What follows belongs to an exercise in optimizing a design on an open flow for small area; a production flow would make more cautious choices.
The RTL was checked by simulation tests, not by an equivalence proof against the original design.
Power figures rest on the tool's default switching activity, not on a simulated workload.

==> design/flow/design.v <==
module clk_div_multi #(
    parameter int          N_CH        = 4,
    parameter int          CH_W        = 2,
    parameter int          CNT_W       = 32,
    parameter int unsigned DEFAULT_DIV = 100000000
) (
    input  logic             clk,
    input  logic             rst,
    input  logic             sync,
    input  logic             wr_en,
    input  logic [CH_W-1:0]  wr_ch,
    input  logic [CNT_W-1:0] wr_div,
    output logic [N_CH-1:0]  clkout,
    output logic [N_CH-1:0]  tick,
    output logic [N_CH-1:0]  pending
);
    localparam logic [CNT_W-1:0] ZERO    = '0;
    localparam logic [CNT_W-1:0] ONE     = CNT_W'(1);
    localparam logic [CNT_W-1:0] TWO     = CNT_W'(2);
    localparam logic [CNT_W-1:0] DEF_DIV = CNT_W'(DEFAULT_DIV);
    logic force_load;
    assign force_load = sync;
    for (genvar i = 0; i < N_CH; i++) begin : g_ch
        logic [CNT_W-1:0] shadow_q;
        logic [CNT_W-1:0] active_q;
        logic [CNT_W-1:0] count_q;
        logic [CNT_W-1:0] shadow_n;
        logic [CNT_W-1:0] active_n;
        logic [CNT_W-1:0] count_n;
        logic             wr_hit;
        logic             period_end;
        logic             load;
        logic             clk_q;
        logic             tick_q;
        logic             pend_q;
        logic             clk_n;
        logic             tick_n;
        logic             pend_n;
        always_comb begin
            wr_hit     = wr_en && (wr_ch == CH_W'(i));
            period_end = (active_q != ZERO) && (count_q == active_q - ONE);
            load       = period_end || (active_q == ZERO) || force_load;
            shadow_n   = wr_hit ? wr_div : shadow_q;
            active_n   = load ? shadow_q : active_q;
            count_n    = load ? ZERO : count_q + ONE;
            clk_n      = (active_n >= TWO) && (count_n >= active_n - (active_n >> 1));
            tick_n     = (active_n != ZERO) && (count_n == active_n - ONE);
            pend_n     = (shadow_n != active_n);
        end
        always_ff @(posedge clk or posedge rst) begin
            if (rst) begin
                shadow_q <= DEF_DIV;
                active_q <= DEF_DIV;
                count_q  <= ZERO;
                clk_q    <= 1'b0;
                tick_q   <= 1'b0;
                pend_q   <= 1'b0;
            end else begin
                shadow_q <= shadow_n;
                active_q <= active_n;
                count_q  <= count_n;
                clk_q    <= clk_n;
                tick_q   <= tick_n;
                pend_q   <= pend_n;
            end
        end
        assign clkout[i]  = clk_q;
        assign tick[i]    = tick_q;
        assign pending[i] = pend_q;
    end
endmodule
==> design/flow/run.sh <==
#!/bin/bash
# synth_recipe.tcl (not shown) runs the flow's synth.tcl, then flattens the netlist and writes it again
# the make line also repeats each setting of config.mk as NAME=value (left out here)
make -C /OpenROAD-flow-scripts/flow DESIGN_CONFIG=/design/flow/config.mk WORK_HOME=/design/flow/orfs CLKGATE_MAP_FILE= SYNTH_SCRIPT=/design/flow/synth_recipe.tcl finish
==> design/flow/config.mk <==
export PLATFORM = sky130hd
export DESIGN_NAME = clk_div_multi
export DESIGN_NICKNAME = clk_div_multi
export VERILOG_FILES = /design/flow/design.v
export SDC_FILE = /design/flow/constraint.sdc
export NUM_CORES = 4
export LEC_CHECK = 0
export CAP_MARGIN = 20
export CORE_MARGIN = 2
export CORE_UTILIZATION = 40
export SLEW_MARGIN = 20
==> design/flow/constraint.sdc <==
create_clock -name core_clock -period 10.0 [get_ports {clk}]
set_input_delay 2.0000 -clock core_clock [delete_from_list [all_inputs] [get_ports {clk}]]
set_output_delay 2.0000 -clock core_clock [all_outputs]
set_load 0.01 [all_outputs]
==> impl_results.md, run 1 <==
* Power density over cell area at between 200 and 250 nW/um2
* Initial antenna violation count at 7
* # resized after CTS at 0
* Layout area overhead at 10.4%
* Ports at 50
* Hold Buf Count CTS at 0
* TritonCTS clock tree: done
* Outcome: finished clean
* Die H at approximately 310 um
* Max Cap Viol at 0
* Root Driver: clkbuf_16
* VDD IR-drop max at 142 uV
* Reg2reg end: g_ch[0].clk_q
* HP Class: reg2reg
* Core area at about 95,000 um2
* Maximum clock path buffer count at 3
* Drc violations at 0
* Chip width at about 310 um
* Iteration-0 DRC Markers at 2,479
* Synth Flop Type: dfrtp_1
* CTS sink count at 396
* Compound-Gate Fraction of Synth Area at a little over an eighth
* Hold_sp: g_ch[1].shadow_q[29]
* Distinct cells, synth at between 90 and 100
* DRT Wirelength at roughly 120,000 um
* Hold Crit Depth at 1
* Worst r2r path cells at 28
* Filler cell count at ~9.4k
* CP arrival at a little under 10 ns
* Post-synthesis xor/xnor area fraction at between 15 and 20%
* Vias/cell at about 5.7
* Post-Synth Adder-Cell Area at a little over an eighth
* Worst Setup Path Type: reg2reg
* Cells after Synth at roughly 4.3k
* Vias at between 30k and 40k
* Ys async rst share at 100%
* DRT Pass-1 Iters at 7
* DP Wirelength at slightly below 100,000 um
* RSZ-0062 raised after global routing: no
* Mux cell area share after synthesis at a little over 8%
* Area of the mapped netlist at roughly 38,000 um2
* Reg clk slew, reported paths at 0.06 ns
* Syn Nets at 4,768
* Wirelength per Cell at ~22 um
* Synth Register Bits at between 300 and 400
* Final Hold Viols at 0
* Slew Viols, Final at 0
* Antenna viol nets, final at 0
* Hold EP: g_ch[1].shadow_q[29]
* First-pass GRT wire length at between 150,000 and 200,000 um
* Placement Cell Area at around 40,000 um2
* Crit path launch type: register
* Total GRT Usage at 25.0%
* Post-CTS Setup Inserts at 0
* Initial Utilization at between 40% and 50%
* EDFF count, synth at 0
* Yosys warning count at 1
* Post-route setup TNS at 0 ns
* Post-route cell area at between 40,000 and 50,000 um2
* Fmax at ~110 MHz
* Total die area at between 90,000 and 100,000 um2
* Largest net degree at the start of global routing at about 180
* Max-Slew Margin vs Limit at between 30% and 40%
* Slowest-stage cell, CP: nor4_1
* CTS Buf Count at 51
* CP Capture Type: register
* Clock Skews at 0.0218 ns
* Leakage Power at around 18 nW
* Min Tclk post-route at around 9 ns
* CP max FO at 36
* CP Data Required Time at 10.55 ns
* Final #Nets at 4,807
* # port buffers at 49
* Sequential area share after synthesis at 26.3%
* Share of layout cells above drive strength 1 at between 10% and 20%
* Endpoints failing setup at 0
* Vias in the first global route at 31.8k
* Worst Max-Slew Pin Slew at a little over 1 ns
* Mean area per synthesized cell at roughly 8.8 um2
* # H-tree levels at 2
* Main combinational cell family by area after synthesis: simple AND/OR/NAND/NOR gates
* Worst r2r src: g_ch[0].active_q[2]
* Clk Latency, worst-skew pair at roughly 0.63 ns
* CP max stage delay at 0.75 ns
* Gr ovfl total at 0
* Final period utilization at 92.0%
* Row count at 113
* Simple-gate share of the synthesized area at approximately a fifth
* Reg2reg setup slack at 0.80 ns
* Global placement routability congestion at approximately 0.95
-- state kept, by name, summed over array words and instances (netlist names) --
| register | cells |
|---|---|
| g_ch.clk_q | 4 |
| g_ch.tick_q | 4 |
| g_ch.pend_q | 4 |
| g_ch.shadow_q | 128 |
| g_ch.count_q | 128 |
| g_ch.active_q | 128 |
-- cell families (layout without fill, tap and decap cells) --
logic type      after synthesis  count (layout)
simple gates               1386            1386
compound gates              766             766
xor+xnor                    701             701
fa+ha+maj                   407             407
flops                       396             396
buf+inv                     380             461
mux                         288             288
other cells                   0               1
-- worst max-delay path: cells and delay by family, from the launching register on --
| kind | cells | cell delay, ns |
|---|---|---|
| AND/OR/NAND/NOR | 13 | 4.52 |
| AO/OA/AOI/OAI | 9 | 2.51 |
| multiplexers | 1 | 0.59 |
| adder cells (fa/ha/maj) | 2 | 0.55 |
| flip-flops | 1 | 0.52 |
| XOR/XNOR | 2 | 0.29 |
| buffers and inverters | 1 | 0.13 |
-- cells in the final DEF (no fill, tap or decap), drive strengths merged, types with 111 or more instances in the layout --
| cell type | Yosys | layout |
|---|---|---|
| nand2 | 223 | 223 |
| nor2 | 342 | 342 |
| mux2i | 136 | 136 |
| dfrtp | 300 | 300 |
| ha | 402 | 402 |
| nand4 | 111 | 111 |
| a21oi | 225 | 225 |
| o21ai | 146 | 146 |
| mux2 | 152 | 152 |
| nand3 | 127 | 127 |
| xnor2 | 458 | 458 |
| inv | 242 | 242 |
| xor2 | 243 | 243 |
-- through the flow --
stage | util (%) | total power (W) | worst slack [ns] | std cells | hold WS (ns)
6_report | 44.4 | 0.00906 | 0.795 | 5671 | 0.535
4_1_cts | 44.4 | 0.00905 | 0.911 | 5669 | 0.539
3_3_place_gp | 42.4 | 0.00688 | 0.793 | 5573 | 0.511
3_5_place_dp | 42.4 | 0.00689 | 0.700 | 5574 | 0.524
2_1_floorplan | - | 0.00560 | 2.08 | 4324 | 0.501
5_1_grt | 44.4 | 0.00969 | 0.0773 | 5670 | 0.549
-- cells in the mapped netlist, types with 42 or more instances --
| cell type | instances | share of area [%] |
|---|---|---|
| nand2_1 | 223 | 2.2 |
| a21oi_1 | 225 | 3.0 |
| dfstp_2 | 96 | 6.6 |
| and3_1 | 56 | 0.92 |
| clkbuf_1 | 69 | 0.68 |
| nand3_1 | 127 | 1.7 |
| a31oi_1 | 47 | 0.77 |
| nor2b_1 | 64 | 1.1 |
| o21ai_0 | 140 | 1.8 |
| nand2b_1 | 54 | 0.89 |
| nor2_1 | 341 | 3.4 |
| ha_1 | 402 | 13 |
| nor4_1 | 94 | 1.5 |
| dfrtp_1 | 300 | 20 |
| a21o_1 | 90 | 1.8 |
| or3_1 | 42 | 0.69 |
| nand4_1 | 111 | 1.8 |
| inv_1 | 242 | 2.4 |
| mux2i_1 | 134 | 3.5 |
| xor2_1 | 243 | 5.6 |
| nor3_1 | 101 | 1.3 |
| xnor2_1 | 458 | 11 |
| mux2_2 | 149 | 4.4 |
-- layout make-up --
type | instances | area [um2] | share of cell area [%]
multi-input combinational | 3548 | 26600 | 63.2
sequential | 396 | 10000 | 23.8
timing repair buffer | 124 | 1100 | 2.61
clock buffer | 68 | 1470 | 3.50
inverter | 242 | 912 | 2.17
tap | 1265 | 1580 | 3.76
clock inverter | 27 | 408 | 0.969
antenna | 1 | 2.50 | 0.00595
-- worst max-delay path by stage --
stage	depth (start not counted)	to	slack (ns)	from
2_1_floorplan	36	g_ch[1].clk_q	2.08	g_ch[1].active_q[4]
3_3_place_gp	24	g_ch[0].clk_q	0.79	sync
3_5_place_dp	24	g_ch[0].clk_q	0.70	sync
4_1_cts	32	g_ch[3].clk_q	0.91	g_ch[3].active_q[0]
5_1_grt	32	g_ch[3].clk_q	0.08	g_ch[3].active_q[0]
6_report	28	g_ch[0].clk_q	0.80	g_ch[0].active_q[2]
-- report_power, final --
group          switching, W  leakage [nW]  internal, W
combinational       0.00275          12.5      0.00196
sequential         0.000349          4.84      0.00189
clock              0.000819         0.923      0.00129
-- layer usage --
layer  global-route usage, %  vias to the layer above  wire length, um
met5                       0                        -               11
li1                        -                    15500                -
met4                    8.04                        2             4300
met1                    33.3                    15500            55100
met2                    41.5                      940            57700
met3                    3.82                      195             7320
==> run 2, diff against run 1 <==
==> design/flow/design.v (replaced) <==
module clk_div_multi #(
    parameter int          N_CH        = 4,
    parameter int          CH_W        = 2,
    parameter int          CNT_W       = 32,
    parameter int unsigned DEFAULT_DIV = 100000000
) (
    input  logic             clk,
    input  logic             rst,
    input  logic             sync,
    input  logic             wr_en,
    input  logic [CH_W-1:0]  wr_ch,
    input  logic [CNT_W-1:0] wr_div,
    output logic [N_CH-1:0]  clkout,
    output logic [N_CH-1:0]  tick,
    output logic [N_CH-1:0]  pending
);
    localparam int               HW      = CNT_W - 1;
    localparam logic [CNT_W-1:0] DEF_DIV = CNT_W'(DEFAULT_DIV);
    localparam logic             DEF_HZ  = (DEF_DIV[CNT_W-1:1] == '0);
    localparam logic [HW-1:0]    CNT_RST = DEF_DIV[CNT_W-1:1] - HW'(!DEF_DIV[0]);
    logic force_load;
    assign force_load = sync;
    logic fresh;
    always_ff @(posedge clk or posedge rst) begin
        if (rst) fresh <= 1'b1;
        else     fresh <= 1'b0;
    end
    logic             wr_hz;
    logic [CNT_W-1:0] wd;
    logic             wd_hz;
    assign wr_hz = (wr_div[CNT_W-1:1] == '0);
    assign wd    = fresh ? DEF_DIV : wr_div;
    assign wd_hz = fresh ? DEF_HZ : wr_hz;
    for (genvar i = 0; i < N_CH; i++) begin : g_ch
        logic [CNT_W-1:0] reg_a;
        logic [CNT_W-1:0] reg_b;
        logic             a_hz;
        logic             b_hz;
        logic [HW-1:0]    cnt_q;
        logic             ptr_q;
        logic             shd_q;
        logic             ph_q;
        logic             wr_hit;
        logic             d_hz, d_0, s_0;
        logic             d_zero, d_one;
        logic             cnt_z;
        logic             tick_c;
        logic             load;
        logic             ldv;
        logic             sw;
        logic             s_sel;
        logic             use_a, use_b, use_c;
        logic [HW-1:0]    mval;
        logic             bin;
        logic [HW-1:0]    cnt_n;
        logic [HW:0]      brw;
        logic             ptr_n;
        logic             shd_n;
        logic             ph_n;
        logic             wr_a, wr_b;
        always_comb begin
            wr_hit = wr_en && (wr_ch == CH_W'(i));
            d_hz   = ptr_q ? b_hz : a_hz;
            d_0    = ptr_q ? reg_b[0] : reg_a[0];
            d_zero = d_hz && !d_0;
            d_one  = d_hz && d_0;
            cnt_z  = (cnt_q == '0);
            tick_c = cnt_z && (ph_q || d_one);
            load   = tick_c || d_zero || force_load;
            ldv    = load && !fresh;
            sw     = cnt_z && !ph_q;
            s_sel  = ptr_q ^ shd_q;
            s_0    = s_sel ? reg_b[0] : reg_a[0];
            use_a  = ldv ? !s_sel : (sw && !ptr_q);
            use_b  = ldv ?  s_sel : (sw &&  ptr_q);
            use_c  = !ldv && !sw;
            mval   = ({HW{use_a}} & reg_a[CNT_W-1:1]) |
                     ({HW{use_b}} & reg_b[CNT_W-1:1]) |
                     ({HW{use_c}} & cnt_q);
            bin    = fresh ? !force_load : !(ldv && s_0);
            brw[0] = bin;
            for (int k = 0; k < HW; k++) begin
                cnt_n[k]   = mval[k] ^ brw[k];
                brw[k+1]   = brw[k] & !mval[k];
            end
            ph_n   = !load && (ph_q || cnt_z);
            ptr_n  = ptr_q ^ (load && shd_q);
            shd_n  = wr_hit || (shd_q && !load);
            wr_a   = wr_hit &&  ptr_n;
            wr_b   = wr_hit && !ptr_n;
        end
        always_ff @(posedge clk or posedge rst) begin
            if (rst) begin
                cnt_q <= CNT_RST;
                ptr_q <= 1'b0;
                shd_q <= 1'b0;
                ph_q  <= 1'b0;
            end else begin
                cnt_q <= cnt_n;
                ptr_q <= ptr_n;
                shd_q <= shd_n;
                ph_q  <= ph_n;
            end
        end
        always_ff @(posedge clk) begin
            if (wr_a || fresh) begin
                reg_a <= wd;
                a_hz  <= wd_hz;
            end
            if (wr_b) begin
                reg_b <= wr_div;
                b_hz  <= wr_hz;
            end
        end
        assign clkout[i]  = ph_q;
        assign tick[i]    = tick_c;
        assign pending[i] = shd_q && (reg_a != reg_b);
    end
endmodule
==> run 2 against run 1 <==
Net effect: fmax is 0.87% higher; non-clock buffer count is 39 lower; cell count decreased by 65%; sequential power increased by 11%; clock-buffer cell count down 19; global-route usage shrank 2.2 points; clock power fell by 21%; highest routed layer is now met4; still clean; setup slack better by 0.080 ns; worst hold slack improved by 0.062 ns; largest power group is now sequential cells; synthesized area decreased by 53%; clock skew is 0.0081 ns higher.
==> impl_results.md, run 2 <==
* DP Wirelength at 35,000 um (-65%)
* Global placement routability congestion at 0.880 (-7.5%)
* Vias at 11.6k (-64%)
* Worst r2r src: g_ch[1].cnt_q[8]
* Total GRT Usage at 22.8% (-2.2 points)
* Ys async rst share at 34.2% (-66 points)
* CP max FO at 6 (-83%)
* VDD IR-drop max at 129 uV (-8.8%)
* # resized after CTS at 0 (unchanged)
* CTS Buf Count at 44 (-14%)
* Post-Synth Adder-Cell Area at 8.36% (-5.1 points)
* Most common library cell in the layout ignoring fill and taps: edfxtp_1
* Drc violations at 0 (unchanged)
* CP Data Required Time at 10.44 ns (-0.11 ns)
* Yosys top cell area share at 44.1% (+24 points)
* Initial Utilization at 40.5% (+0.32 points)
* Final WS setup at 0.875 ns (+0.0796 ns)
* RSZ-0062 raised after global routing: no
* Cell taking the most area after synthesis: edfxtp_1
* Ports at 50 (unchanged)
* Vias/cell at 5.81 (+2.4%)
* Finished Layout Cells at 1,989 (-65%)
* Post-CTS Setup Inserts at 0 (unchanged)
* Distinct cells, synth at 48 (-51%)
* Clk Latency, worst-skew pair at 0.58 ns (-0.05 ns)
* Maximum clock path buffer count at 3 (unchanged)
* Crit path launch type: primary input
* CP max stage delay at 0.52 ns (-0.23 ns)
* Main combinational cell family by area after synthesis: compound AO/OA/AOI/OAI gates
* Iteration-0 DRC Markers at 1,596 (-36%)
* Chip width at 216 um (-31%)
* Syn Nets at 1,442 (-70%)
* Max Cap Viol at 0 (unchanged)
* Hold EP: g_ch[1].cnt_q[30]
* CTS sink count at 401 (+1.3%)
* Slew Viols, Final at 0 (unchanged)
* Hold Buf Count CTS at 0 (unchanged)
* Share of layout cells above drive strength 1 at 15.3% (+4.7 points)
* Synth Flop Type: edfxtp_1
* Main area contributors after synthesis: edfxtp_1 (44%), dfstp_2 (11%), dfrtp_1 (8.9%)
* Power density over cell area at 251 nW/um2 (+17%)
* Area of the mapped netlist at 18,000 um2 (-53%)
* Pre-CTS setup slack at 0.369 ns (-0.331 ns)
* Worst r2r path cells at 38 (+36%)
* Worst Max-Slew Pin Slew at 1.20 ns (+0.180 ns)
* Synth Register Bits at 401 (+1.3%)
* Dpl cells at 1,905 (-66%)
* Worst Setup Path Type: in2reg
* Total die area at 46,600 um2 (-52%)
* Final #Nets at 1,517 (-68%)
* Min Tclk post-route at 9.13 ns (-0.0796 ns)
* Crit path from: sync
* Mean area per synthesized cell at 14.0 um2 (+59%)
* Cells after Synth at 1,284 (-70%)
* Post-synthesis xor/xnor area fraction at 6.82% (-9.3 points)
* DRT Pass-1 Iters at 9 (+2)
* HP Class: reg2reg
* Top cells by count, synth: edfxtp_1 (264), xnor2_1 (139), inv_1 (133), ha_1 (120), dfstp_2 (73)
* CP Capture Type: register
* TritonCTS clock tree: done
* CP arrival at 9.57 ns (-0.19 ns)
* Antenna viol nets, final at 0 (unchanged)
* Commonest non-fill, non-tap cells in the layout: edfxtp_1 (264), xnor2_1 (139), inv_1 (132)
* Top flop regs: g_ch.reg_a x128, g_ch.reg_b x128, g_ch.cnt_q x124
* Reg2reg end: g_ch[1].cnt_q[30]
* Leakage Power at 8.18 nW (-55%)
* Fin util at 46.9% (+2.4 points)
* Gr ovfl total at 0 (unchanged)
* First-pass GRT wire length at 76,600 um (-60%)
* Reg clk slew, reported paths at 0.06 ns (about the same)
* Fmax at 110 MHz (+0.87%)
* Reg2reg setup slack at 1.74 ns (+0.94 ns)
* Compound-Gate Fraction of Synth Area at 10.5% (-2.5 points)
* Die H at 216 um (-31%)
* Yosys warning count at 1 (unchanged)
* CP dominant cell by count: ha_1
* Outcome: finished clean
* Post-route setup TNS at 0 ns (unchanged)
* Final period utilization at 91.3% (-0.80 points)
* Initial antenna violation count at 7 (unchanged)
* Top-count cell post-synth: edfxtp_1
* Slowest-stage cell, CP: a311oi_1
* Layout area overhead at 15.6%
* EDFF count, synth at 264 (+264)
* Final Hold Viols at 0 (unchanged)
* Root Driver: clkbuf_16
* Core area at 44,300 um2 (-53%)
* Mux cell area share after synthesis at 0.223% (-7.9 points)
* # port buffers at 49 (unchanged)
* Simple-gate share of the synthesized area at 6.13% (-13 points)
* Clock Skews at 0.0299 ns (+0.00805 ns)
* Hold Crit Depth at 2 (+1)
* Wirelength per Cell at 26.6 um (+21%)
* Row count at 77 (-32%)
* Vias in the first global route at 11.5k (-64%)
* Max-Slew Margin vs Limit at 19.8% (-12 points)
* # H-tree levels at 2 (unchanged)
* DRT Wirelength at 53,000 um (-57%)
* Endpoints failing setup at 0 (unchanged)
* Sequential area share after synthesis at 63.7% (+37 points)
* Largest net degree at the start of global routing at 71 (-61%)
* Hold_sp: g_ch[1].reg_a[31]
==> run 2: cell types whose count changed after synthesis, moves of 87 or more <==
cell      change
mux2i_1     -130
nand3_1     -120
ha_1        -282
inv_1       -109
xnor2_1     -319
nand2_1     -211
edfxtp_1    +264
dfrtp_1     -236
a21oi_1     -157
mux2_2      -149
o21ai_0     -135
xor2_1      -242
a21o_1       -87
nor2_1      -323
==> run 2: logic make-up after synthesis <==
kind of cell | count (synthesis)
AND/OR/NAND/NOR | 189
multiplexers | 4
other | 1
flip-flops | 401
XOR/XNOR | 140
buffers and inverters | 190
adder cells (fa/ha/maj) | 120
AO/OA/AOI/OAI | 239
==> run 2: area by class of cell <==
type                    count  area [um2]
clock buffers              49        1140
fillers                  3899       23500
repair buffers             85         761
inverters                 134         508
diodes                      2        5.00
clock inverters            33         328
well taps                 592         741
multi-input cells         693        5840
flip-flops and latches    401       11400
==> run 2: critical path: cells and delay by family <==
kind,cells,cell delay (ns)
adder cells (fa/ha/maj),30,5.51
AO/OA/AOI/OAI,5,1.23
buffers and inverters,2,0.67
XOR/XNOR,1,0.12
==> run 2: per-stage QoR <==
stage / hold slack, ns / total power, W / instance area, um2
floorplan: 0.512 / 0.00318 / 18000
global placement: 0.576 / 0.00353 / 19300
detailed placement: 0.593 / 0.00357 / 19300
CTS: 0.597 / 0.00524 / 20800
global route: 0.649 / 0.00548 / 20800
finish: 0.596 / 0.00521 / 20800
==> run 2: worst max-delay path by stage <==
stage | end | slack [ns] | depth (start not counted)
floorplan | g_ch[2].cnt_q[30] | 1.09 | 38
detailed placement | g_ch[2].cnt_q[30] | 0.37 | 38
global route | g_ch[2].cnt_q[30] | 0.57 | 38
global placement | g_ch[1].cnt_q[30] | 0.53 | 37
CTS | g_ch[2].cnt_q[30] | 0.92 | 38
finish | g_ch[2].cnt_q[30] | 0.87 | 38
==> run 2: metal layers <==
layer,routed length [um],global-route usage [%]
met1,22000,30.6
met2,24200,35.9
met3,4890,5.71
met4,1930,8.06
met5,0,0
==> run 2: report_power, final <==
| group | switching, W | internal [W] |
|---|---|---|
| sequential | 0.000238 | 0.00224 |
| clock | 0.000681 | 0.000981 |
| combinational | 0.000621 | 0.000450 |
==> run 3, diff against run 2 <==
==> design/flow/flow/run.sh (new file) <==
#!/bin/bash
# Own layout flow: the standard ORFS flow with three changes.
#  1. Synthesis runs the standard flow's own synthesis script (synth_recipe.tcl) unchanged, but with an
#     area-oriented ABC mapping script and without Yosys's half/full-adder extraction
#     (ADDER_MAP_FILE empty), so ABC maps the counters' ripple chains itself.
#  2. CTS uses smaller clock buffers and no dummy loads.
#  3. Ports are buffered with a small buffer cell.
# Every other step is standard.sh's, with the design's settings.
set -euo pipefail
HERE=$(pwd)
CTS_BUF=${CTS_BUF:-sky130_fd_sc_hd__clkbuf_4}
PORT_BUF=${PORT_BUF:-}

# Synthesis scripts: ORFS's, with the ABC script replaced.
rm -rf "$HERE/synth_scripts"
cp -r "$FLOW_HOME/scripts" "$HERE/synth_scripts"
cp "$HERE/flow/abc_area.script" "$HERE/synth_scripts/abc_speed.script"

bash standard.sh SCRIPTS_DIR="$HERE/synth_scripts" ADDER_MAP_FILE= synth > "$HERE/synth.log" 2>&1

bash standard.sh \
  "CTS_ARGS=-sink_clustering_enable -repair_clock_nets -dont_use_dummy_load -buf_list $CTS_BUF" \
  ${PORT_BUF:+"BUFFER_PORTS_ARGS=-buffer_cell $PORT_BUF"} \
  finish > "$HERE/layout.log" 2>&1
==> design/flow/flow/abc_area.script (new file) <==
&get -n
&st
&dch
&nf -R 1000 -p
&put
==> design/flow/standard.sh (new file) <==
#!/bin/bash
# synth_recipe.tcl (not shown) runs the flow's synth.tcl, then flattens the netlist and writes it again
# the make line also repeats each setting of config.mk as NAME=value (left out here)
make -C /OpenROAD-flow-scripts/flow DESIGN_CONFIG=/design/flow/config.mk WORK_HOME=/design/flow/orfs CLKGATE_MAP_FILE= SYNTH_SCRIPT=/design/flow/synth_recipe.tcl "${@:-finish}"
removed: design/flow/run.sh
==> run 3 against run 2 <==
Net effect: still clean; flip-flop and latch count unchanged; clock skew up 0.022 ns; register-to-register slack worse by 0.04 ns; clock-buffer cell count up 51; combinational power down 5%; synthesized cell count down 11%; sequential power about the same.
==> impl_results.md, run 3 <==
* RSZ-0062 raised after global routing: no
* CP dominant cell by count: nand2b_1
* Final Hold Viols at 0 (unchanged)
* Fmax at 113 MHz (+2.8%)
* Top cells by count, synth: edfxtp_1 (264), xnor2_1 (156), a222oi_1 (124), xor2_1 (96), dfstp_2 (73)
* # port buffers at 49 (unchanged)
* Register share of total power at 54.7% (+7.2 points)
* Top-count cell post-synth: edfxtp_1
* GR Util met1 at 28.2% (-2.4 points)
* Antenna viol nets, final at 0 (unchanged)
* Post-CTS Setup Inserts at 0 (unchanged)
* Synth Flop Type: edfxtp_1
* Total GRT Usage at 20.0% (-2.7 points)
* Max-Slew Margin vs Limit at 30.2% (+10 points)
* Endpoints failing setup at 0 (unchanged)
* Slew Viols, Final at 0 (unchanged)
* Clk Latency, worst-skew pair at 0.77 ns (+0.19 ns)
* Min Tclk post-route at 8.88 ns (-0.246 ns)
* Reg2reg setup slack at 1.70 ns (-0.04 ns)
* Comb pwr share at 22.7% (+2.1 points)
* Distinct cells, synth at 31 (-35%)
* Total die area at 44,300 um2 (-4.9%)
* Chip width at 211 um (-2.5%)
* Post-route setup TNS at 0 ns (unchanged)
* Drc violations at 0 (unchanged)
* Slowest-stage cell, CP: clkdlybuf4s50_1
* CTS sink count at 401 (unchanged)
* VDD IR-drop max at 73.9 uV (-43%)
* DP Wirelength at 30,000 um (-14%)
* Power density over cell area at 234 nW/um2 (-6.6%)
* Worst Max-Slew Pin Slew at 1.04 ns (-0.157 ns)
* Yosys top cell area share at 46.5% (+2.3 points)
* Reg2reg end: g_ch[1].cnt_q[30]
* # resized after CTS at 0 (unchanged)
* Iteration-0 DRC Markers at 1,330 (-17%)
* Main area contributors after synthesis: edfxtp_1 (46%), dfstp_2 (11%), dfrtp_1 (9.4%)
* CP arrival at 9.51 ns (-0.06 ns)
* CP Capture Type: register
* Busiest grt layer: met2
* CTS Buf Count at 100 (+130%)
* Power share of the clock group at 22.6% (-9.3 points)
* Hold_sp: g_ch[3].shd_q
* Top flop regs: g_ch.reg_a x128, g_ch.reg_b x128, g_ch.cnt_q x124
* Row count at 75 (-2.6%)
* First-pass GRT wire length at 66,500 um (-13%)
* Outcome: finished clean
* Initial Utilization at 40.6% (+0.053 points)
* Max Cap Viol at 0 (unchanged)
* Routing usage on met2 at 31.2% (-4.7 points)
* Gr ovfl total at 0 (unchanged)
* Yosys warning count at 1 (unchanged)
* Worst r2r path cells at 34 (-11%)
* Syn Nets at 1,178 (-18%)
* TritonCTS clock tree: done
* CP max FO at 30 (+24)
* Maximum clock path buffer count at 3 (unchanged)
* Synth Register Bits at 401 (unchanged)
* Commonest non-fill, non-tap cells in the layout: edfxtp_1 (264), xnor2_1 (156), a222oi_1 (124)
* Hold Crit Depth at 2 (unchanged)
* Share of layout cells above drive strength 1 at 15.9% (+0.63 points)
* Hold Buf Count CTS at 0 (unchanged)
* Clock Skews at 0.0518 ns (+0.0219 ns)
* Core area at 42,000 um2 (-5.1%)
* Cell taking the most area after synthesis: edfxtp_1
* Worst Setup Path Type: in2reg
* Vias at 10.8k (-6.7%)
* Layout area overhead at 12.7%
* # H-tree levels at 3 (+1)
* DRT Pass-1 Iters at 7 (-2)
* Ys async rst share at 34.2% (unchanged)
* Area of the mapped netlist at 17,100 um2 (-5.0%)
* DRT Wirelength at 43,600 um (-18%)
* Mean area per synthesized cell at 15.0 um2 (+7.0%)
* HP Class: reg2reg
* Wirelength per Cell at 23.7 um (-11%)
* Most common library cell in the layout ignoring fill and taps: edfxtp_1
* Largest net degree at the start of global routing at 74 (+4.2%)
* Root Driver: clkbuf_4
* Final #Nets at 1,342 (-12%)
* Internal at 0.00313 W (-15%)
* EDFF count, synth at 264 (unchanged)
* Initial antenna violation count at 1 (-6)
* Sequential area share after synthesis at 67.1% (+3.4 points)
* Leakage Power at 6.19 nW (-24%)
* Vias/cell at 5.85 (+0.72%)
* Global placement routability congestion at 0.812 (-7.7%)
* Vias in the first global route at 11.1k (-4.2%)
* Cells after Synth at 1,140 (-11%)
* Switching Share at 30.5% (+0.97 points)
* Final period utilization at 88.8% (-2.5 points)
* Die H at 211 um (-2.5%)
* P_sw at 0.00138 W (-11%)
* CP Data Required Time at 10.63 ns (+0.19 ns)
* WHS at 0.595 ns (-0.000976 ns)
* Met3 Use GR at 3.65% (-2.1 points)
* Reg clk slew, reported paths at 0.06 ns (about the same)
* Worst r2r src: g_ch[1].cnt_q[16]
* Crit path launch type: primary input
* Hold EP: g_ch[3].shd_q
* Ports at 50 (unchanged)
* CP max stage delay at 0.58 ns (+0.06 ns)
[run 3: cell type report]
class | count | area [um2]
multi-input combinational | 723 | 5610
tap | 539 | 674
antenna | 1 | 2.50
clock buffer | 100 | 751
sequential | 401 | 11400
inverter | 8 | 35.0
fill | 3716 | 22800
timing repair buffer | 70 | 708
[run 3: per-stage QoR]
step,power [W],cell area (um2),instances,setup slack (ns),utilization [%]
final,0.00451,19200,1842,1.12,45.7
after global routing,0.00476,19200,1842,0.404,45.7
after CTS,0.00454,19200,1839,1.24,45.6
after detailed placement,0.00350,18400,1739,0.401,43.8
after global placement,0.00348,18400,1738,0.423,43.8
after floorplan,0.00317,17100,1140,0.275,-
[run 3: kinds of logic (layout without fill, tap and decap cells)]
family | Yosys count | count (layout) | synth area share [%]
compound gates | 160 | 160 | 8.74
xor+xnor | 252 | 252 | 12.9
buf+inv | 16 | 178 | 0.528
flops | 401 | 401 | 67.1
mux | 12 | 12 | 0.711
other cells | 1 | 2 | 0.0220
simple gates | 298 | 298 | 9.99
[run 3: power by group through the flow]
stage	Combinational (W)	Clock, W	Sequential [W]
after detailed placement	0.00102	0	0.00249
after global routing	0.00112	0.00114	0.00250
after CTS	0.00102	0.00106	0.00246
after floorplan	0.000757	0	0.00241
after global placement	0.000991	0	0.00249
final	0.00102	0.00102	0.00246
[run 3: metal layers]
metal / up-vias / wire length [um]
li1: 4836 / -
met1: 5436 / 19300
met2: 452 / 20100
met3: 50 / 3320
met4: 0 / 912
met5: - / 0
[run 3: how the worst max path moves through the flow]
stage / from / endpoint
finish: sync / g_ch[0].cnt_q[30]
global route: sync / g_ch[0].cnt_q[30]
CTS: sync / g_ch[0].cnt_q[30]
detailed placement: sync / g_ch[0].cnt_q[30]
global placement: sync / g_ch[0].cnt_q[30]
floorplan: sync / g_ch[0].cnt_q[30]
[run 3: critical path, delay by kind of cell]
kind                      cells  cell delay [ns]
and+or+nand+nor              29             5.83
xor gates and xnor gates      1             0.08
buffers and inverters         2             0.82
AOI/OAI and AO/OA             2             0.77
==> run 4, diff against run 3 <==
--- a/design/flow/flow/run.sh
+++ b/design/flow/flow/run.sh
@@ -9,6 +9,6 @@
 set -euo pipefail
 HERE=$(pwd)
-CTS_BUF=${CTS_BUF:-sky130_fd_sc_hd__clkbuf_4}
-PORT_BUF=${PORT_BUF:-}
+CTS_BUF=${CTS_BUF:-sky130_fd_sc_hd__clkbuf_8}
+PORT_BUF=${PORT_BUF:-sky130_fd_sc_hd__buf_1}
 
 # Synthesis scripts: ORFS's, with the ABC script replaced.
@@ -21,4 +21,4 @@
 bash standard.sh \
   "CTS_ARGS=-sink_clustering_enable -repair_clock_nets -dont_use_dummy_load -buf_list $CTS_BUF" \
-  ${PORT_BUF:+"BUFFER_PORTS_ARGS=-buffer_cell $PORT_BUF"} \
+  "BUFFER_PORTS_ARGS=-buffer_cell $PORT_BUF" \
   finish > "$HERE/layout.log" 2>&1
==> run 4 against run 3 <==
Net effect: register-to-register slack lost 0.26 ns; still clean; flip-flop and latch count unchanged; sequential share of layout area is 0.39 points higher; total power is 3.0% higher; worst hold slack worse by 0.036 ns; setup slack worse by 0.019 ns; global-route usage barely moved; clock skew down 0.0024 ns; fmax down 0.21%; utilization shrank 0.29 points; clock power increased by 14%; cell count fell by 1.8%.
==> impl_results.md, run 4 <==
* Cells after Synth at 1,140 (unchanged)
* Gr ovfl total at 0 (unchanged)
* CP max stage delay at 0.51 ns (-0.07 ns)
* Cell taking the most area after synthesis: edfxtp_1
* CTS sink count at 401 (unchanged)
* CP arrival at 9.33 ns (-0.18 ns)
* CTS Buf Count at 66 (-34%)
* Total GRT Usage at 20.0% (about the same)
* Filler cell count at 3,752 (+0.97%)
* Crit path launch type: primary input
* Root Driver: clkbuf_8
* Final #Nets at 1,309 (-2.5%)
* DRT Pass-1 Iters at 9 (+2)
* Iteration-0 DRC Markers at 1,400 (+5.3%)
* Main area contributors after synthesis: edfxtp_1 (46%), dfstp_2 (11%), dfrtp_1 (9.4%)
* Worst Max-Slew Pin Slew at 0.935 ns (-0.109 ns)
* Clock Skews at 0.0493 ns (-0.00245 ns)
* Final period utilization at 89.0% (+0.19 points)
* Top flop regs: g_ch.reg_a x128, g_ch.reg_b x128, g_ch.cnt_q x124
* Simple-gate share of the synthesized area at 9.99% (unchanged)
* Row count at 75 (unchanged)
* Max-Slew Margin vs Limit at 37.7% (+7.4 points)
* Synth Register Bits at 401 (unchanged)
* Power density over cell area at 243 nW/um2 (+3.7%)
* Vias in the first global route at 10.8k (-2.4%)
* CP Data Required Time at 10.43 ns (-0.20 ns)
* CP Capture Type: register
* Max Cap Viol at 0 (unchanged)
* CP dominant cell by count: nand2b_1
* DRT Wirelength at 43,800 um (+0.50%)
* Post-route setup TNS at 0 ns (unchanged)
* EDFF count, synth at 264 (unchanged)
* Distinct cells, synth at 31 (unchanged)
* Total die area at 44,300 um2 (unchanged)
* Main combinational cell family by area after synthesis: XOR/XNOR gates
* VDD IR-drop max at 106 uV (+43%)
* Worst Setup Path Type: in2reg
* Layout area overhead at 11.9%
* Yosys top cell area share at 46.5% (unchanged)
* Top-count cell post-synth: edfxtp_1
* Min Tclk post-route at 8.90 ns (+0.0191 ns)
* Chip width at 211 um (unchanged)
* DP Wirelength at 30,000 um (about the same)
* Drc violations at 0 (unchanged)
* Endpoints failing setup at 0 (unchanged)
* Syn Nets at 1,178 (unchanged)
* Wirelength per Cell at 24.2 um (+2.4%)
* Fmax at 112 MHz (-0.21%)
* Die H at 211 um (unchanged)
* Outcome: finished clean
* Final Hold Viols at 0 (unchanged)
* Ys async rst share at 34.2% (unchanged)
* RSZ-0062 raised after global routing: no
* Share of layout cells above drive strength 1 at 13.7% (-2.2 points)
* # resized after CTS at 0 (unchanged)
* Compound-Gate Fraction of Synth Area at 8.74% (unchanged)
* Clk Latency, worst-skew pair at 0.58 ns (-0.19 ns)
* Post-synthesis xor/xnor area fraction at 12.9% (unchanged)
* Mean area per synthesized cell at 15.0 um2 (unchanged)
* Top cells by count, synth: edfxtp_1 (264), xnor2_1 (156), a222oi_1 (124), xor2_1 (96), dfstp_2 (73)
* Reg clk slew, reported paths at 0.06 ns (about the same)
* TritonCTS clock tree: done
* Vias/cell at 5.86 (+0.18%)
* Core area at 42,000 um2 (unchanged)
* CP top delay family: simple AND/OR/NAND/NOR gates
* Worst path buffer plus inverter count at 1 (-1)
* Largest net degree at the start of global routing at 71 (-4.1%)
* Area of the mapped netlist at 17,100 um2 (unchanged)
* Sequential area share after synthesis at 67.1% (unchanged)
* Maximum clock path buffer count at 3 (unchanged)
* Yosys warning count at 1 (unchanged)
* Commonest non-fill, non-tap cells in the layout: edfxtp_1 (264), xnor2_1 (156), a222oi_1 (124)
* Most common library cell in the layout ignoring fill and taps: edfxtp_1
* Initial Utilization at 40.6% (unchanged)
* WHS at 0.560 ns (-0.0356 ns)
* First-pass GRT wire length at 66,700 um (+0.19%)
* # H-tree levels at 3 (unchanged)
* CP max FO at 13 (-57%)
* Mux cell area share after synthesis at 0.711% (unchanged)
* Fin util at 45.4% (-0.29 points)
* Leakage Power at 6.08 nW (-1.7%)
* Vias at 10.6k (-1.7%)
* Slew Viols, Final at 0 (unchanged)
* Ports at 50 (unchanged)
* # port buffers at 49 (unchanged)
* Hold Buf Count CTS at 0 (unchanged)
* Slowest-stage cell, CP: a222oi_1
* Synth Flop Type: edfxtp_1
* Antenna viol nets, final at 0 (unchanged)
* Post-Synth Adder-Cell Area at 0% (unchanged)
* # diodes at 0 (-1)
* Global placement routability congestion at 0.811 (-0.12%)
* Post-CTS Setup Inserts at 0 (unchanged)
* Initial antenna violation count at 1 (unchanged)
* HP Class: reg2reg
[run 4: cell counts after synthesis]
Identical to the previous run, type by type.
[run 4: worst min-delay path: stages, from the launching register on]
cell     delay [ns]
dfrtp_1        0.38
nor2_1         0.06
nor2_1         0.08
[run 4: area by class of cell]
class | instances | area (um2) | share of cell area (%)
flip-flops and latches | 401 | 11400 | 59.9
multi-input cells | 723 | 5610 | 29.4
clock buffers | 66 | 908 | 4.75
well taps | 539 | 674 | 3.53
repair buffers | 71 | 429 | 2.25
inverters | 8 | 35.0 | 0.183
[run 4: final timing paths]
check                             startpoint                 to  slack, ns  cells after the start
setup / recovery                        sync  g_ch[0].cnt_q[30]       1.10                     34
hold / removal                  g_ch[0].ph_q       g_ch[0].ph_q       0.56                      2
setup reg to reg           g_ch[0].cnt_q[12]  g_ch[0].cnt_q[30]       1.44                     36
hold reg to reg                 g_ch[0].ph_q       g_ch[0].ph_q       0.56                      2
max in group asynchronous                rst  g_ch[3].cnt_q[10]       7.01                      3
min in group asynchronous                rst  g_ch[0].cnt_q[27]       1.58                      2
[run 4: where the power goes]
part	leakage (nW)	total (W)	switching, W	internal (W)
registers	4.05	0.00247	0.000233	0.00223
logic	1.55	0.00102	0.000582	0.000435
clock network	0.475	0.00116	0.000576	0.000583
[run 4: kinds of logic (layout without fill, tap and decap cells)]
group / Yosys count / in the layout
AO/OA/AOI/OAI: 160 / 160
buffers and inverters: 16 / 145
other: 1 / 1
XOR/XNOR: 252 / 252
flip-flops: 401 / 401
multiplexers: 12 / 12
AND/OR/NAND/NOR: 298 / 298
[run 4: stage by stage]
stage | std cells | area (um2) | power (W) | setup WS, ns
2_1_floorplan | 1140 | 17100 | 0.00317 | 0.275
3_3_place_gp | 1738 | 18100 | 0.00348 | 0.668
3_5_place_dp | 1740 | 18100 | 0.00350 | 0.547
4_1_cts | 1806 | 19000 | 0.00467 | 1.12
5_1_grt | 1808 | 19100 | 0.00488 | 0.597
6_report | 1808 | 19100 | 0.00464 | 1.10
[run 4: metal layers]
| layer | share of wire [%] | track usage (%) |
|---|---|---|
| met5 | 0 | 0 |
| met4 | 2.1 | 6.17 |
| met3 | 7.5 | 4.17 |
| met2 | 45 | 30.6 |
| met1 | 45 | 28.8 |
==> run 5, diff against run 4 <==
--- a/design/flow/design.v
+++ b/design/flow/design.v
@@ -19,4 +19,5 @@
     localparam logic             DEF_HZ  = (DEF_DIV[CNT_W-1:1] == '0);
     localparam logic [HW-1:0]    CNT_RST = DEF_DIV[CNT_W-1:1] - HW'(!DEF_DIV[0]);
+    localparam logic [HW-1:0]    CNT_RST1 = CNT_RST - HW'(CNT_RST != '0);
     logic force_load;
     assign force_load = sync;
@@ -66,5 +67,5 @@
             d_one  = d_hz && d_0;
             cnt_z  = (cnt_q == '0);
-            tick_c = cnt_z && (ph_q || d_one);
+            tick_c = cnt_z && (ph_q || d_one) && !fresh;
             load   = tick_c || d_zero || force_load;
             ldv    = load && !fresh;
@@ -72,11 +73,11 @@
             s_sel  = ptr_q ^ shd_q;
             s_0    = s_sel ? reg_b[0] : reg_a[0];
-            use_a  = ldv ? !s_sel : (sw && !ptr_q);
-            use_b  = ldv ?  s_sel : (sw &&  ptr_q);
-            use_c  = !ldv && !sw;
+            use_a  = ldv ? !s_sel : (sw && !ptr_q && !fresh);
+            use_b  = ldv ?  s_sel : (sw &&  ptr_q && !fresh);
+            use_c  = !ldv && !sw && !fresh;
             mval   = ({HW{use_a}} & reg_a[CNT_W-1:1]) |
                      ({HW{use_b}} & reg_b[CNT_W-1:1]) |
                      ({HW{use_c}} & cnt_q);
-            bin    = fresh ? !force_load : !(ldv && s_0);
+            bin    = !(ldv && s_0) && !fresh;
             brw[0] = bin;
             for (int k = 0; k < HW; k++) begin
@@ -84,5 +85,6 @@
                 brw[k+1]   = brw[k] & !mval[k];
             end
-            ph_n   = !load && (ph_q || cnt_z);
+            cnt_n = cnt_n | ({HW{fresh}} & (force_load ? CNT_RST : CNT_RST1));
+            ph_n   = !load && (ph_q || cnt_z) && !fresh;
             ptr_n  = ptr_q ^ (load && shd_q);
             shd_n  = wr_hit || (shd_q && !load);
@@ -92,10 +94,8 @@
         always_ff @(posedge clk or posedge rst) begin
             if (rst) begin
-                cnt_q <= CNT_RST;
                 ptr_q <= 1'b0;
                 shd_q <= 1'b0;
                 ph_q  <= 1'b0;
             end else begin
-                cnt_q <= cnt_n;
                 ptr_q <= ptr_n;
                 shd_q <= shd_n;
@@ -104,4 +104,5 @@
         end
         always_ff @(posedge clk) begin
+            cnt_q <= cnt_n;
             if (wr_a || fresh) begin
                 reg_a <= wd;
--- a/design/flow/flow/run.sh
+++ b/design/flow/flow/run.sh
@@ -9,6 +9,6 @@
 set -euo pipefail
 HERE=$(pwd)
-CTS_BUF=${CTS_BUF:-sky130_fd_sc_hd__clkbuf_8}
-PORT_BUF=${PORT_BUF:-sky130_fd_sc_hd__buf_1}
+CTS_BUF=sky130_fd_sc_hd__clkbuf_16
+PORT_BUF=sky130_fd_sc_hd__buf_1
 
 # Synthesis scripts: ORFS's, with the ABC script replaced.
@@ -20,5 +20,5 @@
 
 bash standard.sh \
-  "CTS_ARGS=-sink_clustering_enable -repair_clock_nets -dont_use_dummy_load -buf_list $CTS_BUF" \
+  "CTS_ARGS=-sink_clustering_enable -repair_clock_nets -dont_use_dummy_load -buf_list $CTS_BUF -sink_clustering_size 30 -sink_clustering_max_diameter 100" \
   "BUFFER_PORTS_ARGS=-buffer_cell $PORT_BUF" \
   finish > "$HERE/layout.log" 2>&1
==> run 5 against run 4 <==
Net effect: total power down 20%; sequential power down 13%; sequential share of layout area down 1.4 points; die area down 1.1%; cell area down 3.9%; synthesized cell count up 14%; utilization down 1.5 points; via count up 3.5%; largest power group unchanged; highest routed layer unchanged.
==> impl_results.md, run 5 <==
* HP Class: reg2reg
* Finished Layout Cells at 1,922 (+6.3%)
* Cells after Synth at 1,304 (+14%)
* Post-route setup TNS at 0 ns (unchanged)
* Outcome: finished clean
* Top cells by count, synth: edfxtp_1 (264), xnor2_1 (132), nand2_1 (130), dfxtp_1 (124), a222oi_1 (79)
* Commonest non-fill, non-tap cells in the layout: edfxtp_1 (264), xnor2_1 (132), nand2_1 (130)
* Hold EP: g_ch[0].shd_q
* Post-CTS Setup Inserts at 0 (unchanged)
* Leakage Power at 5.94 nW (-2.3%)
* Root Driver: clkbuf_16
* Reg clk slew, reported paths at 0.12 ns (+0.06 ns)
* Iteration-0 DRC Markers at 1,206 (-14%)
* Endpoints failing setup at 0 (unchanged)
* Max-Slew Margin vs Limit at 30.7% (-7.0 points)
* Sequential area share after synthesis at 63.6% (-3.4 points)
* Worst r2r src: g_ch[1].cnt_q[16]
* Initial antenna violation count at 0 (-1)
* Distinct cells, synth at 36 (+16%)
* Vias at 11.0k (+3.5%)
* Die H at 209 um (-0.57%)
* Yosys warning count at 1 (unchanged)
* Synth Flop Type: edfxtp_1
* CP Data Required Time at 10.40 ns (-0.03 ns)
* Syn Nets at 1,342 (+14%)
* Antenna viol nets, final at 0 (unchanged)
* Chip width at 209 um (-0.57%)
* CTS Buf Count at 17 (-74%)
* VDD IR-drop max at 98.4 uV (-6.8%)
* # resized after CTS at 0 (unchanged)
* CTS sink count at 401 (unchanged)
* CP max stage delay at 0.50 ns (about the same)
* Clock Skews at 0.0343 ns (-0.0150 ns)
* Core area at 41,800 um2 (-0.67%)
* Most common library cell in the layout ignoring fill and taps: edfxtp_1
* Top-count cell post-synth: edfxtp_1
* CP arrival at 8.86 ns (-0.47 ns)
* Yosys top cell area share at 47.0% (+0.54 points)
* Hold_sp: g_ch[0].shd_q
* Clk Latency, worst-skew pair at 0.53 ns (-0.05 ns)
* Max Cap Viol at 0 (unchanged)
* Min Tclk post-route at 8.46 ns (-0.439 ns)
* Hold Crit Depth at 2 (unchanged)
* Slowest-stage cell, CP: nor3b_1
* Vias in the first global route at 10.7k (-0.85%)
* Layout area overhead at 8.86%
* RSZ-0062 raised after global routing: no
* DP Wirelength at 29,800 um (-0.67%)
* Vias/cell at 5.71 (-2.6%)
* Area of the mapped netlist at 16,900 um2 (-1.2%)
* Final Hold Viols at 0 (unchanged)
* Gr ovfl total at 0 (unchanged)
* Wirelength per Cell at 21.5 um (-11%)
* Hold Buf Count CTS at 0 (unchanged)
* Main area contributors after synthesis: edfxtp_1 (47%), dfxtp_1 (15%), xnor2_1 (6.9%)
* Total die area at 43,800 um2 (-1.1%)
* Final period utilization at 84.6% (-4.4 points)
* DRT Pass-1 Iters at 9 (unchanged)
* Reg2reg setup slack at 1.66 ns (+0.22 ns)
* CP Capture Type: register
* Crit path launch type: primary input
* Worst Setup Path Type: in2reg
* CP dominant cell by count: nand2b_1
* Total GRT Usage at 18.7% (-1.3 points)
* Power density over cell area at 201 nW/um2 (-17%)
* Filler cell count at 3,750 (-0.053%)
* Largest net degree at the start of global routing at 83 (+17%)
* Top flop regs: g_ch.reg_a x128, g_ch.reg_b x128, g_ch.cnt_q x124
* Worst r2r path cells at 32 (-11%)
* Slew Viols, Final at 0 (unchanged)
* Drc violations at 0 (unchanged)
* Share of layout cells above drive strength 1 at 3.84% (-9.9 points)
* Reg2reg end: g_ch[1].cnt_q[30]
* TritonCTS clock tree: done
* Worst Max-Slew Pin Slew at 1.04 ns (+0.102 ns)
* DRT Wirelength at 41,300 um (-5.9%)
* Row count at 75 (unchanged)
* # H-tree levels at 1 (-2)
* Final #Nets at 1,422 (+8.6%)
* Dpl cells at 1,902 (+9.3%)
* Ys async rst share at 3.24% (-31 points)
* EDFF count, synth at 264 (unchanged)
* # port buffers at 49 (unchanged)
* Synth Register Bits at 401 (unchanged)
* First-pass GRT wire length at 63,600 um (-4.5%)
* Mean area per synthesized cell at 12.9 um2 (-14%)
* Global placement routability congestion at 0.852 (+5.0%)
* Cell taking the most area after synthesis: edfxtp_1
* Initial Utilization at 40.4% (-0.20 points)
* CP max FO at 31 (+18)
* Ports at 50 (unchanged)
* Fmax at 118 MHz (+5.2%)
* Maximum clock path buffer count at 3 (unchanged)
[run 5: cell types whose count changed after synthesis, sizes merged, moves of 14 or more]
cell	delta
dfxtp	+124
nand2	+103
dfstp	-72
dfrtp	-52
a222oi	-45
a22oi	+43
a21oi	+24
xnor2	-24
or3	+22
xor2	-21
nand2b	-17
mux2	+14
[run 5: power breakdown]
group | switching, W | internal (W)
registers | 0.000155 | 0.00201
logic | 0.000440 | 0.000311
clock network | 0.000476 | 0.000309
[run 5: worst max-delay path by stage]
| stage | from | end | cells past startpoint |
|---|---|---|---|
| 2_1_floorplan | sync | g_ch[0].cnt_q[30] | 31 |
| 3_3_place_gp | sync | g_ch[0].cnt_q[30] | 32 |
| 3_5_place_dp | sync | g_ch[0].cnt_q[30] | 32 |
| 4_1_cts | g_ch[1].cnt_q[16] | g_ch[1].cnt_q[30] | 32 |
| 5_1_grt | sync | g_ch[0].cnt_q[30] | 32 |
| 6_report | sync | g_ch[0].cnt_q[30] | 32 |
[run 5: final cells by class]
type	instances	area, um2	share of cell area (%)
Sequential cell	401	10700	58.5
Multi-Input combinational cell	892	6150	33.5
Tap cell	539	674	3.67
Antenna cell	1	2.50	0.0136
Inverter	3	11.3	0.0613
Timing Repair Buffer	69	363	1.98
Clock buffer	17	425	2.32
[run 5: critical path, delay by kind of cell]
| family | cells | cell delay (ns) |
|---|---|---|
| xor gates and xnor gates | 1 | 0.17 |
| and+or+nand+nor | 27 | 5.56 |
| AOI/OAI and AO/OA | 2 | 0.74 |
| buffers and inverters | 2 | 0.40 |
[run 5: metrics by stage]
stage / area [um2] / setup WS, ns / utilization, % / hold slack [ns] / power [W]
after floorplan: 16900 / 1.70 / - / 0.488 / 0.00269
after global placement: 17900 / 1.24 / 42.8 / 0.548 / 0.00293
after detailed placement: 17900 / 1.04 / 42.9 / 0.542 / 0.00294
after CTS: 18300 / 1.49 / 43.9 / 0.566 / 0.00372
after global routing: 18400 / 0.750 / 44.0 / 0.604 / 0.00388
final: 18400 / 1.54 / 44.0 / 0.564 / 0.00370
[run 5: cell families after synthesis]
family	share of synthesized area [%]
buffers and inverters	0.423
xor gates and xnor gates	10.7
and+or+nand+nor	15.4
other	0.0222
muxes	1.00
DFF	63.6
AOI/OAI and AO/OA	8.80
[run 5: per-layer routing]
layer	global-route usage, %	vias up	part of all wire, %
met2	29.5	378	45
met5	0	-	0
li1	-	5162	-
met3	1.89	33	6.2
met1	28.2	5393	47
met4	3.72	0	1.6
==> run 6, diff against run 5 <==
--- a/design/flow/flow/run.sh
+++ b/design/flow/flow/run.sh
@@ -9,5 +9,5 @@
 set -euo pipefail
 HERE=$(pwd)
-CTS_BUF=sky130_fd_sc_hd__clkbuf_16
+CTS_BUF=sky130_fd_sc_hd__clkbuf_8
 PORT_BUF=sky130_fd_sc_hd__buf_1
 
@@ -20,5 +20,5 @@
 
 bash standard.sh \
-  "CTS_ARGS=-sink_clustering_enable -repair_clock_nets -dont_use_dummy_load -buf_list $CTS_BUF -sink_clustering_size 30 -sink_clustering_max_diameter 100" \
+  "CTS_ARGS=-sink_clustering_enable -repair_clock_nets -dont_use_dummy_load -buf_list $CTS_BUF -sink_clustering_size 16 -sink_clustering_max_diameter 60" \
   "BUFFER_PORTS_ARGS=-buffer_cell $PORT_BUF" \
   finish > "$HERE/layout.log" 2>&1
==> run 6 against run 5 <==
Net effect: non-clock buffer count unchanged; synthesized cell count did not move; highest routed layer unchanged; cell count is 0.83% higher; setup slack worse by 0.0087 ns; critical path type unchanged; utilization grew 0.096 points; largest cell class unchanged; wire length increased by 1.3%; synthesized area unchanged; sequential power barely moved.
==> impl_results.md, run 6 <==
* Outcome: finished clean
* Initial Utilization at 40.4% (unchanged)
* Hold_sp: g_ch[0].shd_q
* Top-count cell post-synth: edfxtp_1
* Worst Setup Path Type: in2reg
* Worst Max-Slew Pin Slew at 1.02 ns (-0.0207 ns)
* Final Hold Viols at 0 (unchanged)
* EDFF count, synth at 264 (unchanged)
* CTS sink count at 401 (unchanged)
* Seq. cell area at 10,700 um2 (unchanged)
* Layout area overhead at 9.10%
* CP max FO at 31 (unchanged)
* Placement Cell Area at 17,900 um2 (unchanged)
* Hold EP: g_ch[0].shd_q
* Pre-CTS setup slack at 1.04 ns (unchanged)
* Root Driver: clkbuf_8
* Min Tclk post-route at 8.47 ns (+0.00865 ns)
* Top cells by count, synth: edfxtp_1 (264), xnor2_1 (132), nand2_1 (130), dfxtp_1 (124), a222oi_1 (79)
* Cells after Synth at 1,304 (unchanged)
* DRT Wirelength at 41,800 um (+1.3%)
* Fmax at 118 MHz (-0.10%)
* Vias at 11.1k (+1.1%)
* Post-CTS Setup Inserts at 0 (unchanged)
* First-pass GRT wire length at 64,100 um (+0.74%)
* Slew Viols, Final at 0 (unchanged)
* Vias in the first global route at 10.8k (+1.2%)
* Total die area at 43,800 um2 (unchanged)
* Core area at 41,800 um2 (unchanged)
* Chip width at 209 um (unchanged)
* Slowest-stage cell, CP: nor3b_1
* # diodes at 0 (-1)
* Worst r2r src: g_ch[1].cnt_q[17]
* CP arrival at 8.90 ns (+0.04 ns)
* Hold Buf Count CTS at 0 (unchanged)
* Top flop regs: g_ch.reg_a x128, g_ch.reg_b x128, g_ch.cnt_q x124
* Post-route setup TNS at 0 ns (unchanged)
* Max-Slew Margin vs Limit at 32.1% (+1.4 points)
* TritonCTS clock tree: done
* Wirelength per Cell at 21.6 um (+0.49%)
* Post-route cell area at 18,400 um2 (+0.22%)
* VDD IR-drop max at 69.7 uV (-29%)
* Row count at 75 (unchanged)
* Main area contributors after synthesis: edfxtp_1 (47%), dfxtp_1 (15%), xnor2_1 (6.9%)
* Worst r2r path cells at 32 (unchanged)
* Reg2reg end: g_ch[1].cnt_q[30]
* Gr ovfl total at 0 (unchanged)
* Share of layout cells above drive strength 1 at 5.00% (+1.2 points)
* Antenna viol nets, final at 0 (unchanged)
* Area of the multi-input gates at 6150 um2 (unchanged)
* CP Data Required Time at 10.43 ns (+0.03 ns)
* RSZ-0062 raised after global routing: no
* Filler cell count at 3,755 (+0.13%)
* Crit path launch type: primary input
* Global placement routability congestion at 0.852 (unchanged)
* Drc violations at 0 (unchanged)
* Max Cap Viol at 0 (unchanged)
* Clk Latency, worst-skew pair at 0.58 ns (+0.05 ns)
* DRT Pass-1 Iters at 9 (unchanged)
* # resized after CTS at 0 (unchanged)
* Ys async rst share at 3.24% (unchanged)
* Largest net degree at the start of global routing at 83 (unchanged)
* # H-tree levels at 2 (+1)
* Synth Register Bits at 401 (unchanged)
* Yosys top cell area share at 47.0% (unchanged)
* Fin util at 44.1% (+0.096 points)
* CP max stage delay at 0.50 ns (about the same)
* Sequential area share after synthesis at 63.6% (unchanged)
* Most common library cell in the layout ignoring fill and taps: edfxtp_1
* Maximum clock path buffer count at 3 (unchanged)
* Vias/cell at 5.72 (+0.28%)
* Leakage Power at 5.98 nW (+0.59%)
* Commonest non-fill, non-tap cells in the layout: edfxtp_1 (264), xnor2_1 (132), nand2_1 (130)
* Yosys warning count at 1 (unchanged)
* Initial antenna violation count at 0 (unchanged)
* Hold Crit Depth at 2 (unchanged)
* CP Capture Type: register
* Final #Nets at 1,439 (+1.2%)
* DP Wirelength at 29,800 um (unchanged)
* Ports at 50 (unchanged)
* # port buffers at 49 (unchanged)
* Distinct cells, synth at 36 (unchanged)
* CP dominant cell by count: nand2b_1
* Endpoints failing setup at 0 (unchanged)
* Synth Flop Type: edfxtp_1
* Cell taking the most area after synthesis: edfxtp_1
* CTS Buf Count at 34 (+17)
* Area of the mapped netlist at 16,900 um2 (unchanged)
* Final WS setup at 1.53 ns (-0.00865 ns)
* Iteration-0 DRC Markers at 1,233 (+2.2%)
* Die H at 209 um (unchanged)
* Final period utilization at 84.7% (+0.086 points)
* Total GRT Usage at 19.0% (+0.35 points)
* WHS at 0.565 ns (+0.00165 ns)
* Reg clk slew, reported paths at 0.10 ns (-0.02 ns)
* HP Class: reg2reg
* Syn Nets at 1,342 (unchanged)
* Power density over cell area at 202 nW/um2 (+0.41%)
* Reg2reg setup slack at 1.72 ns (+0.06 ns)
* Clock Skews at 0.0625 ns (+0.0282 ns)
* Mean area per synthesized cell at 12.9 um2 (unchanged)
==> run 6: cell counts after synthesis <==
Identical to the previous run, type by type.
==> run 6: kinds of logic (layout without fill, tap and decap cells) <==
| logic type | count (synthesis) | in the layout | synth area share [%] |
|---|---|---|---|
| compound gates | 185 | 185 | 8.80 |
| xor+xnor | 207 | 207 | 10.7 |
| buf+inv | 11 | 106 | 0.423 |
| flops | 401 | 401 | 63.6 |
| mux | 15 | 15 | 1.00 |
| other cells | 1 | 1 | 0.0222 |
| simple gates | 484 | 484 | 15.4 |
==> run 6: worst max-delay path by stage <==
stage                     cells after the start                end               from
after floorplan                              31  g_ch[0].cnt_q[30]               sync
after CTS                                    32  g_ch[1].cnt_q[30]  g_ch[1].cnt_q[17]
after detailed placement                     32  g_ch[0].cnt_q[30]               sync
final                                        32  g_ch[0].cnt_q[30]               sync
after global routing                         32  g_ch[0].cnt_q[30]               sync
after global placement                       32  g_ch[0].cnt_q[30]               sync
==> run 6: area by class of cell <==
class,instances,area share [%]
Timing Repair Buffer,69,1.97
Clock buffer,34,2.54
Tap cell,539,3.66
Sequential cell,401,58.4
Multi-Input combinational cell,892,33.4
Inverter,3,0.0612
==> run 6: power breakdown <==
group / leakage (nW) / switching (W) / internal, W
combinational: 2.04 / 0.000441 / 0.000311
clock: 0.244 / 0.000501 / 0.000306
sequential: 3.69 / 0.000155 / 0.00201
==> run 6: routing by layer <==
metal | global-route usage (%) | part of all wire [%] | vias to the layer above | routed length, um
met4 | 5.69 | 2.6 | 0 | 1080
met5 | 0 | 0 | - | 0
li1 | - | - | 5191 | -
met1 | 28.3 | 47 | 5472 | 19700
met3 | 2.47 | 5.6 | 63 | 2360
met2 | 29.2 | 45 | 362 | 18600
==> run 6: metrics by stage <==
| stage | power, W | instances |
|---|---|---|
| finish | 0.00372 | 1938 |
| global route | 0.00391 | 1938 |
| CTS | 0.00375 | 1936 |
| detailed placement | 0.00294 | 1902 |
| global placement | 0.00293 | 1901 |
| floorplan | 0.00269 | 1304 |
==> run 6: worst max-delay path: cells and delay by family <==
| kind | cells | cell delay (ns) |
|---|---|---|
| compound gates | 2 | 0.74 |
| xor+xnor | 1 | 0.17 |
| buf+inv | 2 | 0.42 |
| simple gates | 27 | 5.60 |
==> run 7, diff against run 6 <==
==> design/flow/flow/run.sh (replaced) <==
#!/bin/bash
# Own layout flow: the standard ORFS flow (standard.sh) with these changes.
#  1. Synthesis runs the standard flow's synthesis script (synth_recipe.tcl) unchanged, but with an
#     area-oriented ABC mapping script (flow/abc_area.script) and without Yosys's
#     half/full-adder extraction (ADDER_MAP_FILE empty), so ABC maps the counters'
#     ripple chains itself. Registers are untouched by either change.
#  2. CTS uses clkbuf_8 clock buffers, sink clusters of up to 16 flip-flops, and no
#     dummy loads.
#  3. Ports are buffered with buf_1.
# Every other step is standard.sh's, with the design's settings. Each make run's full
# output goes to its own log here; ORFS's per-step logs are under orfs/logs/.
set -euo pipefail
HERE=$(pwd)

# Synthesis scripts: ORFS's, with the ABC script replaced.
rm -rf "$HERE/synth_scripts"
cp -r "$FLOW_HOME/scripts" "$HERE/synth_scripts"
cp "$HERE/flow/abc_area.script" "$HERE/synth_scripts/abc_speed.script"

bash standard.sh SCRIPTS_DIR="$HERE/synth_scripts" ADDER_MAP_FILE= synth > "$HERE/synth.log" 2>&1

bash standard.sh \
  "CTS_ARGS=-sink_clustering_enable -repair_clock_nets -dont_use_dummy_load -buf_list sky130_fd_sc_hd__clkbuf_8 -sink_clustering_size 16 -sink_clustering_max_diameter 60" \
  "BUFFER_PORTS_ARGS=-buffer_cell sky130_fd_sc_hd__buf_1" \
  finish > "$HERE/layout.log" 2>&1
==> run 7 against run 6 <==
Net effect: critical path type unchanged; still clean; clock power is essentially flat; total power unchanged; non-clock buffer count unchanged; global-route usage is the same; first-iteration DRC count did not move; clock skew unchanged; setup slack stayed put.
==> impl_results.md, run 7 <==
* Outcome: finished clean
* Leakage Power at 5.98 nW (unchanged)
* Ports at 50 (unchanged)
* Row count at 75 (unchanged)
* # port buffers at 49 (unchanged)
* Area of the multi-input gates at 6150 um2 (unchanged)
* Post-synthesis xor/xnor area fraction at 10.7% (unchanged)
* CP dominant cell by count: nand2b_1
* Antenna viol nets, final at 0 (unchanged)
* Yosys warning count at 1 (unchanged)
* Hold Buf Count CTS at 0 (unchanged)
* Power share of the clock group at 21.7% (about the same)
* Synth Flop Type: edfxtp_1
* Filler cell count at 3,755 (unchanged)
* # H-tree levels at 2 (unchanged)
* CP Data Required Time at 10.43 ns (about the same)
* Mean area per synthesized cell at 12.9 um2 (unchanged)
* Most common library cell in the layout ignoring fill and taps: edfxtp_1
* Reg clk slew, reported paths at 0.10 ns (about the same)
* Post-route setup TNS at 0 ns (unchanged)
* Yosys top cell area share at 47.0% (unchanged)
* Vias/cell at 5.72 (unchanged)
* Top cells by count, synth: edfxtp_1 (264), xnor2_1 (132), nand2_1 (130), dfxtp_1 (124), a222oi_1 (79)
* Dpl cells at 1,902 (unchanged)
* P_sw at 0.00110 W (unchanged)
* Drc violations at 0 (unchanged)
* Largest net degree at the start of global routing at 83 (unchanged)
* Post-CTS Setup Inserts at 0 (unchanged)
* Iteration-0 DRC Markers at 1,233 (unchanged)
* Hold Crit Depth at 2 (unchanged)
* Main area contributors after synthesis: edfxtp_1 (47%), dfxtp_1 (15%), xnor2_1 (6.9%)
* Seq. cell area at 10,700 um2 (unchanged)
* CTS Buf Count at 34 (unchanged)
* Maximum clock path buffer count at 3 (unchanged)
* Compound-Gate Fraction of Synth Area at 8.80% (unchanged)
* Endpoints failing setup at 0 (unchanged)
* CP max stage delay at 0.50 ns (about the same)
* # resized after CTS at 0 (unchanged)
* Vias at 11.1k (unchanged)
* Worst Setup Path Type: in2reg
* Synth Register Bits at 401 (unchanged)
* Total die area at 43,800 um2 (unchanged)
* Distinct cells, synth at 36 (unchanged)
* Slowest-stage cell, CP: nor3b_1
* Vias in the first global route at 10.8k (unchanged)
* Clock Skews at 0.0625 ns (unchanged)
* CP arrival at 8.90 ns (about the same)
* Clk Latency, worst-skew pair at 0.58 ns (about the same)
* Max-Slew Margin vs Limit at 32.1% (unchanged)
run 7: cell counts after synthesis:
No cell type changed its count.
run 7: layout make-up:
cell class,instances,area share (%)
multi-input combinational,892,33.4
inverter,3,0.0612
sequential,401,58.4
timing repair buffer,69,1.97
clock buffer,34,2.54
tap,539,3.66
run 7: worst paths after layout:
path                                        start           endpoint  slack, ns
worst max register to register  g_ch[1].cnt_q[17]  g_ch[1].cnt_q[30]       1.72
worst max-delay path                         sync  g_ch[0].cnt_q[30]       1.53
min in group asynchronous                     rst       g_ch[2].ph_q       1.37
max in group asynchronous                     rst       g_ch[0].ph_q       8.29
worst min-delay path                g_ch[0].shd_q      g_ch[0].shd_q       0.57
worst min register to register      g_ch[0].shd_q      g_ch[0].shd_q       0.57
run 7: kinds of logic after synthesis:
kind of cell              count (synthesis)
DFF                                     401
buffers and inverters                    11
AOI/OAI and AO/OA                       185
other                                     1
and+or+nand+nor                         484
muxes                                    15
xor gates and xnor gates                207
run 7: critical path: cells and delay by family:
family                 cells  cell delay, ns
AO/OA/AOI/OAI              2            0.74
XOR/XNOR                   1            0.17
AND/OR/NAND/NOR           27            5.60
buffers and inverters      2            0.42
run 7: power groups by stage:
stage	logic, W	clock network (W)	registers, W
final	0.000752	0.000807	0.00216
after detailed placement	0.000746	0	0.00219
after CTS	0.000749	0.000840	0.00216
after floorplan	0.000547	0	0.00215
after global placement	0.000734	0	0.00220
after global routing	0.000833	0.000889	0.00219
run 7: through the flow:
| stage | util [%] | total power [W] | setup slack (ns) | instance area [um2] |
|---|---|---|---|---|
| finish | 44.1 | 0.00372 | 1.53 | 18400 |
| global route | 44.1 | 0.00391 | 0.790 | 18400 |
| CTS | 44.0 | 0.00375 | 1.55 | 18400 |
| detailed placement | 42.9 | 0.00294 | 1.04 | 17900 |
| global placement | 42.8 | 0.00293 | 1.24 | 17900 |
| floorplan | - | 0.00269 | 1.70 | 16900 |
run 7: layer usage:
metal	share of wire, %	track usage (%)
met5	0	0
met4	2.6	5.69
met3	5.6	2.47
met2	45	29.2
met1	47	28.3

-- what the ideal ports hide --
Ports are ideal in the flow. The routed layouts listed here were re-timed in OpenROAD.
Step 1, drivers: a clkbuf_16 drives clk and a buf_2 each remaining input, both assumed.
Step 2 times the ports against the registers' clock, not the clock port: input delays grow and output delays shrink by t, the midpoint of the rising clock arrivals with the driver on.
Slacks: no drivers / after step 1 / after step 2; pairs: no drivers / after step 1.
run	shift t [ns]	setup WS [ns]
run 1	0.684	0.795 / 0.795 / 0.542
run 2	0.620	0.875 / 0.902 / 0.282
run 3	0.787	1.121 / 1.136 / 0.349
run 4	0.603	1.102 / 1.118 / 0.515
run 5	0.569	1.541 / 1.572 / 1.004
run 6	0.597	1.532 / 1.562 / 0.964
run 7	0.597	1.532 / 1.562 / 0.964
After both steps every run listed still meets setup and hold.
